This design comes from an exercise in tuning for small area and a short achievable clock period on the open sky130 flow, not from production work.
In this exercise RTL edits were held to simulation tests only and were not proved equivalent to the original.
Power figures rest on the tool's default switching activity, not on a simulated workload.

==> flow/design.v (excerpt) <==
module conv_out_ctrl (
  input  logic                clk,
  input  logic                rst,
  input  logic [conv_pkg::M_BITS-1:0] in_data,
  input  logic [2*conv_pkg::O_BITS-1:0] in_user,
  input  logic                in_last,
  input  logic                in_valid,
  output logic                in_ready,
  output logic [conv_pkg::M_BITS-1:0] out_data,
  output logic                out_last,
  output logic                out_valid,
  input  logic                out_ready,
  output logic                err_range,
  output logic                err_miss
);
  localparam int N = conv_pkg::O_DIM;
  logic            drain_q;       
  logic            fill_q;        
  logic [N-1:0]    rrow_q;        
  logic [N-1:0]    rcol_q;        
  logic [N/2-1:0][N-1:0] rcsel_q; 
  logic [N-1:0]    rrow_n, rcol_n;
  logic            last_q;        
  logic            shown_valid_q; 
  conv_pkg::word_t dout_q;        
  conv_pkg::word_t dout_h_q;      
  logic            last_h_q;      
  logic [N-1:0]    wrow_q, wcol_q;
  conv_pkg::word_t wdata_q;
  conv_pkg::coord_t row, col;
  logic [N-1:0]    wrow, wcol;
  logic            acc, in_range, in_hit0, pend_hit;
  conv_pkg::word_t rdata;
  logic            rvalid;
  logic            hs_out, done, advance;
  ...
Size: ~1800 flip-flops, roughly 50 I/O pins.
==> flow/config.mk <==
export PLATFORM = sky130hd
export DESIGN_NAME = conv_out_ctrl
export DESIGN_NICKNAME = conv_out_ctrl
export VERILOG_FILES = /design/flow/design.v
export SDC_FILE = /design/flow/constraint.sdc
export NUM_CORES = 4
export LEC_CHECK = 0
export CAP_MARGIN = 20
export CORE_MARGIN = 2
export CORE_UTILIZATION = 60
export SETUP_SLACK_MARGIN = 3.05
export SLEW_MARGIN = 60
==> flow/constraint.sdc <==
create_clock -name core_clock -period 5.5 [get_ports {clk}]
set_input_delay 1.1000 -clock core_clock [delete_from_list [all_inputs] [get_ports {clk}]]
set_output_delay 1.1000 -clock core_clock [all_outputs]
set_load 0.01 [all_outputs]
standard.sh (not shown) runs the stock make flow with config.mk's settings and CLKGATE_MAP_FILE= SYNTH_SCRIPT=/design/flow/synth_recipe.tcl, a recipe that flattens the netlist after the stock synthesis.
==> flow/flow/run.sh <==
#!/bin/bash
# Standard ORFS layout, except that the port buffers start as buf_4
# (resizable within the buf footprint) instead of the default pick.
set -euo pipefail
bash standard.sh BUFFER_PORTS_ARGS="-buffer_cell sky130_fd_sc_hd__buf_4" finish > orfs_make.log 2>&1
The starting point completed without violations.
Edit:
CORE_UTILIZATION = 68   (was 60)
SETUP_SLACK_MARGIN = 3.0   (was 3.05)
Via count rises by a few percent.
Global-route usage rises by 3.7 points.
Core utilization rises by 9.1 points.
Sequential power stays flat.
Power hardly moves.
First-iteration DRC count rises by about a fifth.
Edit:
CORE_UTILIZATION = 60   (was 68)
PLACE_DENSITY = 0.8   (was default)
After rerunning: The changed run passed the timing, DRC and antenna checks. Cell area shrinks slightly. Critical path depth is lower by 2. Power shrinks slightly.

* * *

Setup of run A:
Another version of the RTL of conv_out_ctrl (not shown whole).
For scale: roughly 4,100 cells after synthesis, roughly 1,800 flip-flops, roughly 50 I/O pins.
export LEC_CHECK = 0
export CAP_MARGIN = 20
export CORE_MARGIN = 2
export CORE_UTILIZATION = 60
export CTS_CLUSTER_DIAMETER = 80
export CTS_CLUSTER_SIZE = 30
export SETUP_SLACK_MARGIN = 3.1
export SLEW_MARGIN = 60
create_clock -name core_clock -period 5.5 [get_ports {clk}]
Scripts as last shown in full above: flow/flow/run.sh
> inputs changed (run A -> run B)
Settings: CTS_CLUSTER_DIAMETER: 80 -> 70; CTS_CLUSTER_SIZE: 30 -> 24.
### Flow results
Run B has completed all stages; timing, DRC and antenna checks passed. Any difference in via count between run B and run A is small enough to ignore. Between run B and run A, total routing usage reported by global routing is lower for run A, run B comes in above that. Changes observed in run B relative to run A: final worst setup slack now sits lower, clock slew at the register clock pins of the worst setup and hold paths now sits at about the same level. Compared run A against run B; routed length on met3 within noise. Higher required time of the worst setup path was reported by run B, not run A. Relative to run A, average wire per standard cell has gone down in run B. Re final critical-path required period: run B and run A aren't equal, and the lower value belongs to run A. Comparing run A with run B, the fraction of met1 tracks used by global routing came out essentially unchanged. Run B against run A; final non-filler cell area is up slightly. NOTE: final cell count without fillers in run B exceeds that of run A.
diff inputs: run B => run C
Settings: CTS_CLUSTER_DIAMETER removed (was 70); CTS_CLUSTER_SIZE removed (was 24).
[summary]
| measured slew at the worst slew-check pin | higher: run C |. Largest fanout of any net on the critical path delta for run C relative to run B: 17 lower. In the tables for run C and run B, sequential portion of the cell area reads higher with run B. Relative to run B, first-pass GRT wire length has increased by 1.2% in run C. [run C vs run B] layout buffering overhead excluding clock cells: lower in run C. Later-pin clock latency in the skew report: run C and run B compared, lower one is run B. Re number of detailed-routing iterations run before antenna repair: run B was higher than run C. Run C vs run B on critical path depth: run C is the lower one.

* * *

Setup of job 8725:
conv_out_ctrl, a different RTL version from the one above (not shown whole).
Size in the first run: about 3,500 cells after synthesis, about 1,700 flip-flops, ~50 I/O pins.
clock: 5.5 ns
lec_check: 0
abc_clock_period_in_ps: 2500
cap_margin: 20
core_margin: 2
core_utilization: 60
setup_slack_margin: 2.5
slew_margin: 60
run.sh (not shown) runs the stock make flow with config.mk's settings and CLKGATE_MAP_FILE= SYNTH_SCRIPT=/design/flow/synth_recipe.tcl, a recipe that flattens the netlist after the stock synthesis.
Stock flow here: none of the scripts above is used.
For job 682, these inputs were changed with respect to job 8725:
- a change of SLEW_MARGIN from 60 to 20
- a deleted ABC_CLOCK_PERIOD_IN_PS that had been 2500
- a change of SETUP_SLACK_MARGIN from 2.5 to 3.0
Notes after the runs:
- Total via count after detailed routing was higher in job 682 than in job 8725.
- Diff job 8725 -> job 682: worst slack at placement went down by 460 ps, routed wire length saw an increase, core utilization shows an increase of 2.9 points, depth of the critical timing path with buffers and inverters included down 3.
- [job 682 vs job 8725] via count normalized by instance count: higher in job 682
- | overall power consumption | job 8725 vs job 682 | ≈ equal |
- Against job 8725, the final cell area of job 682 is higher.
- Endpoint of the worst setup timing path = dout_q[5]: job 682; endpoint of the worst setup timing path = dout_q[7]: job 8725
- Against job 8725, job 682 comes in 0.7 points higher on share of total power in combinational logic.
- Net switching power figure in job 682 vs job 8725: up 0.10 mW
- Final worst setup slack delta (job 682 − job 8725): unfavourable
Relative to job 682, the following input files were edited for job 1117:
- CORE_UTILIZATION: 60 -> 40
- SETUP_SLACK_MARGIN: 3.0 -> 0.3
==> comparison <==
- The largest stage delay on the critical path in job 1117 was lower than what job 682 gave.
- Against job 682, job 1117 comes in about 11% lower on routed wire length.
- The number of vias after detailed routing in job 682 is 1.07 times that in job 1117.
- [compare] base=job 682 new=job 1117: number of clock buffers in the layout went up; slack of the critical path went down.

[afterwards: timing with drivers on the ports]
Ports are ideal in the flow. The routed layouts listed here were re-timed in OpenROAD. Step 1, drivers: a clkbuf_16 drives clk and a buf_2 each remaining input, both assumed. Step 2 times the ports against the registers' clock, not the clock port: input delays grow and output delays shrink by t, the midpoint of the rising clock arrivals with the driver on. Slacks: ideal ports / drivers / drivers and shift; pairs: ideal ports / drivers.
| run | t, ns | setup WS [ns] | hold WS [ns] | worst register clock-pin slew, ns |
|---|---|---|---|---|
| the first run of note 1 | 0.847 | 2.902 / 2.824 / 2.273 | 0.459 / 0.416 / 0.466 | 0.07 / 0.07 |
| the second run of note 1 | 0.849 | 2.825 / 2.825 / 2.348 | 0.446 / 0.395 / 0.452 | 0.07 / 0.07 |
| the third run of note 1 | 0.835 | 2.606 / 2.648 / 1.814 | 0.431 / 0.403 / 0.472 | 0.07 / 0.07 |
| run A | 0.781 | 3.076 / 3.022 / 2.384 | 0.485 / 0.483 / 0.485 | 0.12 / 0.12 |
| run B | 0.799 | 3.054 / 3.003 / 2.456 | 0.478 / 0.478 / 0.478 | 0.11 / 0.11 |
| run C | 0.847 | 3.065 / 2.992 / 2.456 | 0.472 / 0.442 / 0.472 | 0.06 / 0.06 |
| job 8725 | 0.852 | 2.450 / 2.450 / 1.681 | 0.467 / 0.467 / 0.467 | 0.06 / 0.06 |
| job 682 | 0.844 | 2.414 / 2.414 / 2.131 | 0.471 / 0.471 / 0.471 | 0.07 / 0.07 |
| job 1117 | 0.855 | 1.955 / 1.955 / 1.156 | 0.468 / 0.468 / 0.468 | 0.07 / 0.07 |
After both steps every run listed still meets setup and hold. For job 1117, which loses most, drivers alone change the setup slack by 0.000 ns; drivers and shift together by -0.799 ns.
